What follows belongs to an exercise in optimizing a design on an open flow for small area; a production flow would make more cautious choices. At most, simulation tests tie the RTL to the original design; equivalence was not proved. Power is estimated from default activity; no workload was simulated.

alpha:
==> flow/design.v (excerpt) <==
module wallaceTree
(
	input logic clk,
	input logic rstN,
	input logic [337:0] rows,
	input logic inValid,
	output logic [47:0] product,
	output logic outValid
);
Size: ~690 cells after synthesis, ~190 flip-flops, ~11000 um2 of cells after synthesis.
export LEC_CHECK = 0
export CAP_MARGIN = 20
export CORE_MARGIN = 2
export CORE_UTILIZATION = 40
export SLEW_MARGIN = 20
export SYNTH_HIERARCHICAL = 1
create_clock -name core_clock -period 3.0 [get_ports {clk}]
standard.sh (not shown) runs the stock make flow with config.mk's settings and CLKGATE_MAP_FILE= SYNTH_SCRIPT=/design/flow/synth_recipe.tcl, a recipe that flattens the netlist after the stock synthesis.
==> flow/flow/run.sh <==
#!/bin/bash
# Standard layout with smaller port buffers and no CTS dummy loads.
export BUFFER_PORTS_ARGS="-buffer_cell sky130_fd_sc_hd__buf_1"
export CTS_ARGS="-sink_clustering_enable -repair_clock_nets -dont_use_dummy_load"
bash standard.sh > standard.log 2>&1
status=$?
tail -20 standard.log
exit $status
alpha reached the end of the flow, and the finished layout is clean on the timing, DRC and antenna checks.
The inputs of beta differ from those of alpha as listed below.
--- a/flow/flow/run.sh
+++ b/flow/flow/run.sh
@@ -3,3 +3,3 @@
 export BUFFER_PORTS_ARGS="-buffer_cell sky130_fd_sc_hd__buf_1"
-export CTS_ARGS="-sink_clustering_enable -repair_clock_nets -dont_use_dummy_load"
+export CTS_ARGS="-sink_clustering_enable -repair_clock_nets -dont_use_dummy_load -buf_list {sky130_fd_sc_hd__clkbuf_4 sky130_fd_sc_hd__clkbuf_8} -sink_clustering_size 30 -sink_clustering_max_diameter 100"
 bash standard.sh > standard.log 2>&1
## What came out
- beta ends up with a total power that is about 5% lower than in alpha.
- Summary: aggregate routed wire length, beta better than alpha
- The utilization after layout of beta is lower than that of alpha.
No functional check of the RTL was part of any run of this note.


Another version of the RTL of wallaceTree (not shown whole).
Size: roughly 660 cells after synthesis, ~180 flip-flops, roughly 390 I/O pins, about 11,000 µm² of cells after synthesis.
==> flow/config.mk <==
export PLATFORM = sky130hd
export DESIGN_NAME = wallaceTree
export DESIGN_NICKNAME = wallaceTree
export VERILOG_FILES = /design/flow/design.v
export SDC_FILE = /design/flow/constraint.sdc
export NUM_CORES = 4
export LEC_CHECK = 0
export CAP_MARGIN = 20
export CORE_MARGIN = 2
export CORE_UTILIZATION = 30
export GPL_TIMING_DRIVEN = 0
export SLEW_MARGIN = 20
export SYNTH_HIERARCHICAL = 1
==> flow/constraint.sdc <==
create_clock -name core_clock -period 3.0 [get_ports {clk}]
set_input_delay 0.6000 -clock core_clock [delete_from_list [all_inputs] [get_ports {clk}]]
set_output_delay 0.6000 -clock core_clock [all_outputs]
set_load 0.01 [all_outputs]
==> flow/flow/run.sh <==
#!/bin/bash
# Standard layout with smaller port buffers and no CTS dummy loads.
export BUFFER_PORTS_ARGS="-buffer_cell sky130_fd_sc_hd__buf_1"
export CTS_ARGS="-sink_clustering_enable -repair_clock_nets -dont_use_dummy_load -buf_list {sky130_fd_sc_hd__clkbuf_4 sky130_fd_sc_hd__clkbuf_8} -sink_clustering_size 30 -sink_clustering_max_diameter 100"
bash standard.sh > standard.log 2>&1
status=$?
tail -20 standard.log
exit $status
Change:
--- a/flow/config.mk
+++ b/flow/config.mk
@@ -10,0 +11 @@
+export GPL_ROUTABILITY_DRIVEN = 0
Result:
- The changed run completed without violations
- worst hold slack stays the same
- design area stays the same
- count of clock-buffer cells in the layout stays the same
- sequential power barely changes
- global-route usage is unchanged
- total power stays the same
- synthesized cell count stays the same
- non-clock buffer count stays the same
- via count stays the same
Change:
--- a/flow/config.mk
+++ b/flow/config.mk
@@ -7,0 +8 @@
+export ABC_AREA = 1
@@ -11,2 +11,0 @@
-export GPL_ROUTABILITY_DRIVEN = 0
-export GPL_TIMING_DRIVEN = 0
The new run finished clean.
Non-clock buffer count goes up by 6.
Final area goes up slightly.
Area after synthesis goes up slightly.
Via count goes up slightly.
Worst setup slack is better by 0.078 ns.
Die area goes up slightly.
Total power goes down slightly.


lane 1:
Starting RTL as in the previous note.
// wallaceTree
module wallaceTree
(
	input logic clk,
	input logic rstN,
	input logic [337:0] rows,
	input logic inValid,
	output logic [47:0] product,
	output logic outValid
);
Settings: LEC_CHECK=0, CAP_MARGIN=20, CORE_MARGIN=2, CORE_UTILIZATION=35, SLEW_MARGIN=20, SYNTH_HIERARCHICAL=1; clock period 3.0 ns.
Scripts as last shown in full above: flow/flow/run.sh
#### Input delta (lane 2 over lane 1)
# lane 1
export LEC_CHECK = 0
export CAP_MARGIN = 20
export CORE_MARGIN = 2
export CORE_UTILIZATION = 35
export SLEW_MARGIN = 20
export SYNTH_HIERARCHICAL = 1
create_clock -name core_clock -period 3.0 [get_ports {clk}]
# lane 2
export LEC_CHECK = 0
export CAP_MARGIN = 20
export CORE_MARGIN = 2
export CORE_UTILIZATION = 30
export GPL_TIMING_DRIVEN = 0
export PLACE_DENSITY = 0.7
export SLEW_MARGIN = 20
export SYNTH_HIERARCHICAL = 1
create_clock -name core_clock -period 3.0 [get_ports {clk}]
==> results.txt <==
- Between lane 2 and lane 1, number of cells on the critical path is higher for lane 1, lane 2 comes in under that.
- Lane 1 -> lane 2: worst IR drop on VDD increased slightly
- Compare lane 2 and lane 1 | vias per cell lower: lane 2
- | maximum number of pins on one net before global-route repair | lower: lane 2 |
- Diff lane 1 -> lane 2: cell count after placement has increased; area of all placed cells without fillers has remained practically unchanged.
- Taking lane 1 as the reference, in lane 2 post-detailed-route DRC marker count level, worst setup slack lost 34 ps.


Starting RTL as in the previous note.
export LEC_CHECK = 0
export CAP_MARGIN = 20
export CORE_MARGIN = 2
export CORE_UTILIZATION = 45
export SLEW_MARGIN = 20
export SYNTH_HIERARCHICAL = 1
create_clock -name core_clock -period 3.0 [get_ports {clk}]
Scripts as last shown in full above: flow/flow/run.sh
Edit:
- CORE_UTILIZATION: 45 -> 30
Utilization shrinks by 19 points; combinational power stays flat; routed wire length went up by about 3%; global-route usage decreases by 6.0 points; clock power barely changes.

==> afterwards: timing with drivers on the ports <==
In the flow no input, the clock included, has a driving cell. The finished layouts below were timed again as built, in two steps. Step 1: set_driving_cell puts a clkbuf_16 on clk and a buf_2 on each other input, an assumption about the parent block. Step 2 adds t to the input delays and takes it off the output delays; t is the mean of the earliest and latest rising clock arrival at the registers after step 1. Input paths then give back, and output paths get back, about the clock's delay inside the block. Slacks: no drivers / after step 1 / after step 2; pairs: no drivers / after step 1.
run | shift t [ns] | setup slack, ns | pins driven straight from the clock port
alpha | 0.450 | 0.133 / 0.154 / -0.296 | 1
beta | 0.469 | 0.160 / 0.176 / -0.289 | 1
the first run of note 2 | 0.478 | 0.090 / 0.106 / -0.372 | 1
the second run of note 2 | 0.478 | 0.090 / 0.106 / -0.372 | 1
the third run of note 2 | 0.491 | 0.168 / 0.187 / -0.304 | 1
lane 1 | 0.471 | 0.119 / 0.138 / -0.333 | 1
lane 2 | 0.502 | 0.085 / 0.105 / -0.398 | 1
the first run of note 4 | 0.471 | 0.131 / 0.146 / -0.324 | 1
the second run of note 4 | 0.485 | 0.147 / 0.150 / -0.321 | 1
Met with ideal ports but missed after step 2: setup timing in every run listed. The setup slack of lane 2, which loses most, moves by +0.020 ns with the drivers and by -0.483 ns with both steps.
